This is an optimization exercise on Yosys and OpenROAD, whose aim is small area, not a production implementation. Function was checked by simulation only, so behaviour that the tests miss may differ from the original.

==> inputs of try-fjord <==
==> flow/design.v <==
module filter_coef_loader #(
    parameter int TAPS      = 32,
    parameter int IDX_W     = 5,
    parameter int DW        = 16,
    parameter int NBANK     = 4,
    parameter int BANK_W    = 2,
    parameter int FLUSH_CYC = 38
) (
    input  logic              clk,
    input  logic              reset,
    input  logic              cfg_we,
    input  logic [BANK_W-1:0] cfg_bank,
    input  logic [IDX_W-1:0]  cfg_idx,
    input  logic [DW-1:0]     cfg_data,
    output logic              cfg_err,
    input  logic              load_req,
    input  logic [BANK_W-1:0] load_bank,
    output logic              load_ack,
    output logic              busy,
    output logic              done,
    output logic              coef_valid,
    output logic              h_write,
    output logic [IDX_W-1:0]  h_idx,
    output logic [DW-1:0]     h_data,
    input  logic [DW-1:0]     x_in_src,
    output logic [DW-1:0]     x_in_flt
);
    localparam int NW    = NBANK * TAPS;
    localparam int CNT_W = 7;
    localparam logic [CNT_W-1:0] LAST_BUSY = CNT_W'(TAPS + FLUSH_CYC);      
    localparam logic [CNT_W-1:0] DONE_CNT  = CNT_W'(TAPS + FLUSH_CYC + 1);  
    localparam logic [CNT_W-1:0] IDLE_CNT  = '1;
    logic [CNT_W-1:0]  cnt_q;
    logic [BANK_W-1:0] bank_q;
    logic              cfg_err_q;
    logic              coef_valid_q;
    logic [DW-1:0]     h_data_q;
    logic [IDX_W-1:0]  ph_q;
    logic [NW*DW-1:0]  ring_q;            
    wire  [NW*DW-1:0]  ring_d;
    logic [NW-1:0]     wrt_q;
    logic              busy_w, hw_w, accept, wr_ok, fwd0;
    logic [IDX_W-1:0]  wpos, rpos;
    logic [BANK_W-1:0] rbank;
    logic [NW-1:0]     we_w, sel_w, wrt_rot;
    logic [DW-1:0]     rdata;
    assign busy_w = (cnt_q <= LAST_BUSY);
    assign hw_w   = (cnt_q < CNT_W'(TAPS));
    assign accept = load_req && !busy_w;
    assign wr_ok  = cfg_we && !(hw_w && cfg_bank == bank_q);
    assign fwd0   = cfg_we && (cfg_bank == load_bank) && (cfg_idx == '0);
    assign wpos   = cfg_idx - ph_q - 1'b1;
    assign rpos   = busy_w ? (cnt_q[IDX_W-1:0] + 1'b1 - ph_q) : (IDX_W'(0) - ph_q);
    assign rbank  = busy_w ? bank_q : load_bank;
    always_comb begin
        for (int b = 0; b < NBANK; b++)
            for (int p = 0; p < TAPS; p++)
                wrt_rot[b * TAPS + p] = wrt_q[b * TAPS + (p + 1) % TAPS];
        for (int w = 0; w < NW; w++) begin
            we_w[w]  = wr_ok && ({cfg_bank, wpos} == 7'(w));
            sel_w[w] = ({rbank, rpos} == 7'(w)) && wrt_q[w];
        end
    end
    wire [DW-1:0] wdn [2];
    assign wdn[0] = ~cfg_data;
    assign wdn[1] = cfg_data;
    for (genvar b = 0; b < NBANK; b++) begin : g_bank
        for (genvar p = 0; p < TAPS; p++) begin : g_pos
            localparam int W = b * TAPS + p;
            localparam int N = b * TAPS + (p + 1) % TAPS;
            fcl_ring_stage #(.DW(DW)) u_stage (
                .we  (we_w[W]),
                .wdn (wdn[p % 2]),
                .nxt (ring_q[N*DW +: DW]),
                .d   (ring_d[W*DW +: DW])
            );
        end
    end
    always_ff @(posedge clk) ring_q <= ring_d;
    always_ff @(posedge clk or posedge reset) begin
        if (reset) wrt_q <= '0;
        else       wrt_q <= we_w | wrt_rot;
    end
    always_ff @(posedge clk or posedge reset) begin
        if (reset) ph_q <= '0;
        else       ph_q <= ph_q + 1'b1;
    end
    always_comb begin
        rdata = '0;
        for (int w = 0; w < NW; w++)
            rdata = rdata | ((w % 2 == 1 ? ~ring_q[w*DW +: DW] : ring_q[w*DW +: DW]) & {DW{sel_w[w]}});
    end
    always_ff @(posedge clk) begin
        h_data_q <= (accept && fwd0) ? cfg_data : rdata;
    end
    always_ff @(posedge clk or posedge reset) begin
        if (reset) begin
            cnt_q        <= IDLE_CNT;
            bank_q       <= '0;
            cfg_err_q    <= 1'b0;
            coef_valid_q <= 1'b0;
        end else begin
            cfg_err_q <= cfg_we && !wr_ok;
            if (accept) begin
                cnt_q        <= '0;
                bank_q       <= load_bank;
                coef_valid_q <= 1'b0;
            end else if (cnt_q != IDLE_CNT) begin
                cnt_q <= (cnt_q == DONE_CNT) ? IDLE_CNT : cnt_q + 1'b1;
                if (cnt_q == LAST_BUSY) coef_valid_q <= 1'b1;
            end
        end
    end
    assign cfg_err    = cfg_err_q;
    assign load_ack   = (cnt_q == '0);
    assign busy       = busy_w;
    assign done       = (cnt_q == DONE_CNT);
    assign coef_valid = coef_valid_q;
    assign h_write    = hw_w;
    assign h_idx      = cnt_q[IDX_W-1:0];
    assign h_data     = h_data_q;
    assign x_in_flt   = coef_valid_q ? x_in_src : '0;
endmodule
module fcl_ring_stage #(
    parameter int DW = 16
) (
    input  logic          we,
    input  logic [DW-1:0] wdn,
    input  logic [DW-1:0] nxt,
    output logic [DW-1:0] d
);
    wire wen;
    sky130_fd_sc_hd__inv_2 u_inv (.A(we), .Y(wen));
    for (genvar i = 0; i < DW; i++) begin : g_bit
        sky130_fd_sc_hd__o22ai_1 u_o22 (.A1(we), .A2(nxt[i]), .B1(wen), .B2(wdn[i]), .Y(d[i]));
    end
endmodule
==> flow/flow/run.sh <==
#!/bin/bash
# Own layout flow: the standard flow, with
#  - the ring-stage submodule (fcl_ring_stage) mapped by hand to o22ai cells
#    (flow/map_stage.py) before synthesis; the registers are untouched;
#  - an area-oriented ABC mapping script for the rest of the logic;
#  - clock tree synthesis without dummy loads and with larger sink clusters.
set -euo pipefail
W=$(pwd)
python3 flow/map_stage.py design.v design.v > map_stage.log 2>&1
rm -rf scripts_area
cp -r "$FLOW_HOME/scripts" scripts_area
cp flow/abc_area.script scripts_area/abc_speed.script
SCRIPTS_DIR=$W/scripts_area bash standard.sh synth > synth.log 2>&1
export CTS_ARGS="-sink_clustering_enable -repair_clock_nets -dont_use_dummy_load -sink_clustering_size 30 -sink_clustering_max_diameter 60"
bash standard.sh > layout.log 2>&1
==> flow/flow/abc_area.script <==
&get -n
&st
&syn2
&dch -f
&nf -a
&put
buffer -c
topo
stime -c
upsize -c
dnsize -c
==> flow/flow/map_stage.py <==
#!/usr/bin/env python3
"""Replace the body of fcl_ring_stage in a design file with sky130 cells:
one inverter for the write enable and one o22ai per bit,
d = !((we | nxt) & (!we | wdn)) = we ? ~wdn : ~nxt."""
import re, sys
src, dst = sys.argv[1], sys.argv[2]
text = open(src).read()
mapped = """module fcl_ring_stage #(
    parameter int DW = 16
) (
    input  logic          we,
    input  logic [DW-1:0] wdn,
    input  logic [DW-1:0] nxt,
    output logic [DW-1:0] d
);
    wire wen;
    sky130_fd_sc_hd__inv_2 u_inv (.A(we), .Y(wen));
    for (genvar i = 0; i < DW; i++) begin : g_bit
        sky130_fd_sc_hd__o22ai_1 u_o22 (.A1(we), .A2(nxt[i]), .B1(wen), .B2(wdn[i]), .Y(d[i]));
    end
endmodule
"""
new, n = re.subn(r"module fcl_ring_stage\b.*?endmodule\s*", mapped, text, flags=re.S)
assert n == 1, "fcl_ring_stage not found"
open(dst, "w").write(new)
==> flow/standard.sh <==
#!/bin/bash
# synth_recipe.tcl (not shown) runs the flow's synth.tcl, then flattens the netlist and writes it again
# the make line also repeats each setting of config.mk as NAME=value (left out here)
make -C /OpenROAD-flow-scripts/flow DESIGN_CONFIG=/design/flow/config.mk WORK_HOME=/design/flow/orfs CLKGATE_MAP_FILE= SYNTH_SCRIPT=/design/flow/synth_recipe.tcl "${@:-finish}"
==> flow/config.mk <==
export PLATFORM = sky130hd
export DESIGN_NAME = filter_coef_loader
export DESIGN_NICKNAME = filter_coef_loader
export VERILOG_FILES = /design/flow/design.v
export SDC_FILE = /design/flow/constraint.sdc
export NUM_CORES = 4
export LEC_CHECK = 0
export CAP_MARGIN = 10
export CORE_MARGIN = 2
export CORE_UTILIZATION = 65
export SLEW_MARGIN = 10
==> flow/constraint.sdc <==
create_clock -name core_clock -period 8.0 [get_ports {clk}]
set_input_delay 1.6000 -clock core_clock [delete_from_list [all_inputs] [get_ports {clk}]]
set_output_delay 1.6000 -clock core_clock [all_outputs]
set_load 0.01 [all_outputs]
==> inputs of try-garnet, as changes to try-fjord <==
==> flow/design.v (replaced) <==
module filter_coef_loader #(
    parameter int TAPS      = 32,
    parameter int IDX_W     = 5,
    parameter int DW        = 16,
    parameter int NBANK     = 4,
    parameter int BANK_W    = 2,
    parameter int FLUSH_CYC = 38
) (
    input  logic              clk,
    input  logic              reset,
    input  logic              cfg_we,
    input  logic [BANK_W-1:0] cfg_bank,
    input  logic [IDX_W-1:0]  cfg_idx,
    input  logic [DW-1:0]     cfg_data,
    output logic              cfg_err,
    input  logic              load_req,
    input  logic [BANK_W-1:0] load_bank,
    output logic              load_ack,
    output logic              busy,
    output logic              done,
    output logic              coef_valid,
    output logic              h_write,
    output logic [IDX_W-1:0]  h_idx,
    output logic [DW-1:0]     h_data,
    input  logic [DW-1:0]     x_in_src,
    output logic [DW-1:0]     x_in_flt
);
    localparam int NW    = NBANK * TAPS;
    localparam int AW    = BANK_W + IDX_W;
    localparam int CNT_W = 7;
    localparam logic [CNT_W-1:0] LAST_BUSY = CNT_W'(TAPS + FLUSH_CYC);      
    localparam logic [CNT_W-1:0] DONE_CNT  = CNT_W'(TAPS + FLUSH_CYC + 1);  
    localparam logic [CNT_W-1:0] IDLE_CNT  = '1;
    logic [CNT_W-1:0]  cnt_q;
    logic [BANK_W-1:0] bank_q;
    logic              cfg_err_q;
    logic              coef_valid_q;
    logic [DW-1:0]     h_data_q;
    logic [DW-1:0]     mem_q [NW];
    logic [NW-1:0]     wrt_q;
    logic              busy_w, hw_w, accept, wr_ok, fwd0;
    logic [AW-1:0]     waddr, raddr;
    logic [DW-1:0]     rdata;
    assign busy_w = (cnt_q <= LAST_BUSY);
    assign hw_w   = (cnt_q < CNT_W'(TAPS));
    assign accept = load_req && !busy_w;
    assign wr_ok  = cfg_we && !(hw_w && cfg_bank == bank_q);
    assign fwd0   = cfg_we && (cfg_bank == load_bank) && (cfg_idx == '0);
    assign waddr  = {cfg_bank, cfg_idx};
    assign raddr  = busy_w ? {bank_q, cnt_q[IDX_W-1:0] + 1'b1} : {load_bank, {IDX_W{1'b0}}};
    logic [NW-1:0] we_w, sel_w;
    always_comb begin
        for (int w = 0; w < NW; w++) begin
            we_w[w]  = wr_ok && (waddr == AW'(w));
            sel_w[w] = (raddr == AW'(w)) && wrt_q[w];
        end
    end
    always_ff @(posedge clk) begin
        for (int w = 0; w < NW; w++)
            mem_q[w] <= (mem_q[w] & ~{DW{we_w[w]}}) | (cfg_data & {DW{we_w[w]}});
    end
    always_comb begin
        rdata = '0;
        for (int w = 0; w < NW; w++)
            rdata = rdata | (mem_q[w] & {DW{sel_w[w]}});
    end
    always_ff @(posedge clk or posedge reset) begin
        if (reset)      wrt_q <= '0;
        else            wrt_q <= wrt_q | we_w;
    end
    always_ff @(posedge clk) begin
        h_data_q <= (accept && fwd0) ? cfg_data : rdata;
    end
    always_ff @(posedge clk or posedge reset) begin
        if (reset) begin
            cnt_q        <= IDLE_CNT;
            bank_q       <= '0;
            cfg_err_q    <= 1'b0;
            coef_valid_q <= 1'b0;
        end else begin
            cfg_err_q <= cfg_we && !wr_ok;
            if (accept) begin
                cnt_q        <= '0;
                bank_q       <= load_bank;
                coef_valid_q <= 1'b0;
            end else if (cnt_q != IDLE_CNT) begin
                cnt_q <= (cnt_q == DONE_CNT) ? IDLE_CNT : cnt_q + 1'b1;
                if (cnt_q == LAST_BUSY) coef_valid_q <= 1'b1;
            end
        end
    end
    assign cfg_err    = cfg_err_q;
    assign load_ack   = (cnt_q == '0);
    assign busy       = busy_w;
    assign done       = (cnt_q == DONE_CNT);
    assign coef_valid = coef_valid_q;
    assign h_write    = hw_w;
    assign h_idx      = cnt_q[IDX_W-1:0];
    assign h_data     = h_data_q;
    assign x_in_flt   = coef_valid_q ? x_in_src : '0;
endmodule
==> flow/run.sh (new file) <==
#!/bin/bash
# synth_recipe.tcl (not shown) runs the flow's synth.tcl, then flattens the netlist and writes it again
# the make line also repeats each setting of config.mk as NAME=value (left out here)
make -C /OpenROAD-flow-scripts/flow DESIGN_CONFIG=/design/flow/config.mk WORK_HOME=/design/flow/orfs CLKGATE_MAP_FILE= SYNTH_SCRIPT=/design/flow/synth_recipe.tcl finish
Settings changed: CAP_MARGIN 10 to 20, CORE_UTILIZATION 65 to 55, CTS_CLUSTER_DIAMETER from default to 60, CTS_CLUSTER_SIZE from default to 30, SLEW_MARGIN 10 to 20.
removed: flow/flow/run.sh
removed: flow/flow/abc_area.script
removed: flow/flow/map_stage.py
removed: flow/standard.sh
==> qor summary <==
DP Wirelength: try-fjord 311,000 um; try-garnet 241,000 um
Die Span X: try-fjord 342 um; try-garnet 388 um
Post-synthesis simple-gate area fraction: try-fjord 8.60%; try-garnet 7.24%
Area share of fa/ha/maj cells after synthesis: try-fjord 0.323%; try-garnet 0.0462%
#FFs+latches synth: try-fjord 2,208; try-garnet 2,203
Warning count from the yosys run: try-fjord 1; try-garnet 2
Total standard cell area after synthesis: try-fjord 0.0745 sq mm; try-garnet 0.0813 sq mm
Multiplexer fraction of the synthesized cell area: try-fjord 0.176%; try-garnet 0.142%
Die H: try-fjord 342 um; try-garnet 388 um
Placed Cells incl. Taps: try-fjord 8,651; try-garnet 6,719
Clock buffers created by TritonCTS: try-fjord 141; try-garnet 145
Area fraction in compound gates after synthesis: try-fjord 28.2%; try-garnet 10.6%
CTS sink cnt: try-fjord 2,208; try-garnet 2,203
Pre-CTS WS: try-fjord 1360 ps; try-garnet 2020 ps
Result of the run: try-fjord did not finish; try-garnet no timing/DRC/antenna violations
Stage where the flow stopped: try-fjord global routing; try-garnet -
Count of mapped cells out of synthesis: try-fjord 6,962; try-garnet 4,697
Initial cell density of the core: try-fjord 65.3%; try-garnet 55.2%
Post-synthesis cell type with the largest combined area: try-fjord sky130_fd_sc_hd__dfxtp_1; try-garnet sky130_fd_sc_hd__edfxtp_1
Average size of a mapped cell: try-fjord 10.7 sq um; try-garnet 17.3 sq um
Async S/R FF share, synth: try-fjord 6.52%; try-garnet 6.31%
Proportion of synthesized chip area in sequential cells: try-fjord 60.3%; try-garnet 80.4%
Total placed instance area: try-fjord 0.0790 sq mm; try-garnet 0.0864 sq mm
Share of the synthesized netlist area taken by xor and xnor gates: try-fjord 0.272%; try-garnet 0.117%
Library cell with the highest instance count after synthesis: try-fjord sky130_fd_sc_hd__o22ai_1; try-garnet sky130_fd_sc_hd__edfxtp_1
Share of the synthesized area in the top cell type: try-fjord 55.5%; try-garnet 75.7%

==> port drivers added, routing unchanged <==
No port has a modelled driver above. Below, the same layout with a new extraction and two added sets of constraints.
Step 1, drivers: a clkbuf_16 drives clk and a buf_2 each remaining input, both assumed.
Step 2, shift: input delay + t, output delay - t, t = (earliest + latest rising clock arrival at the registers) / 2. This alone moves slack from input paths to output paths.
Slacks: no drivers / after step 1 / after step 2; pairs: no drivers / after step 1.
run: try-garnet
shift t [ns]: 0.903
slack for setup (ns): 1.671 / 1.671 / 1.671
worst setup path at the end: register to register
clock arrival spread, ns: 0.047 / 0.047
cell pins on the clock port's net: 1
After both steps try-garnet still meets setup and hold. The setup slack of try-garnet moves by 0.000 ns with the drivers and by 0.000 ns with both steps.
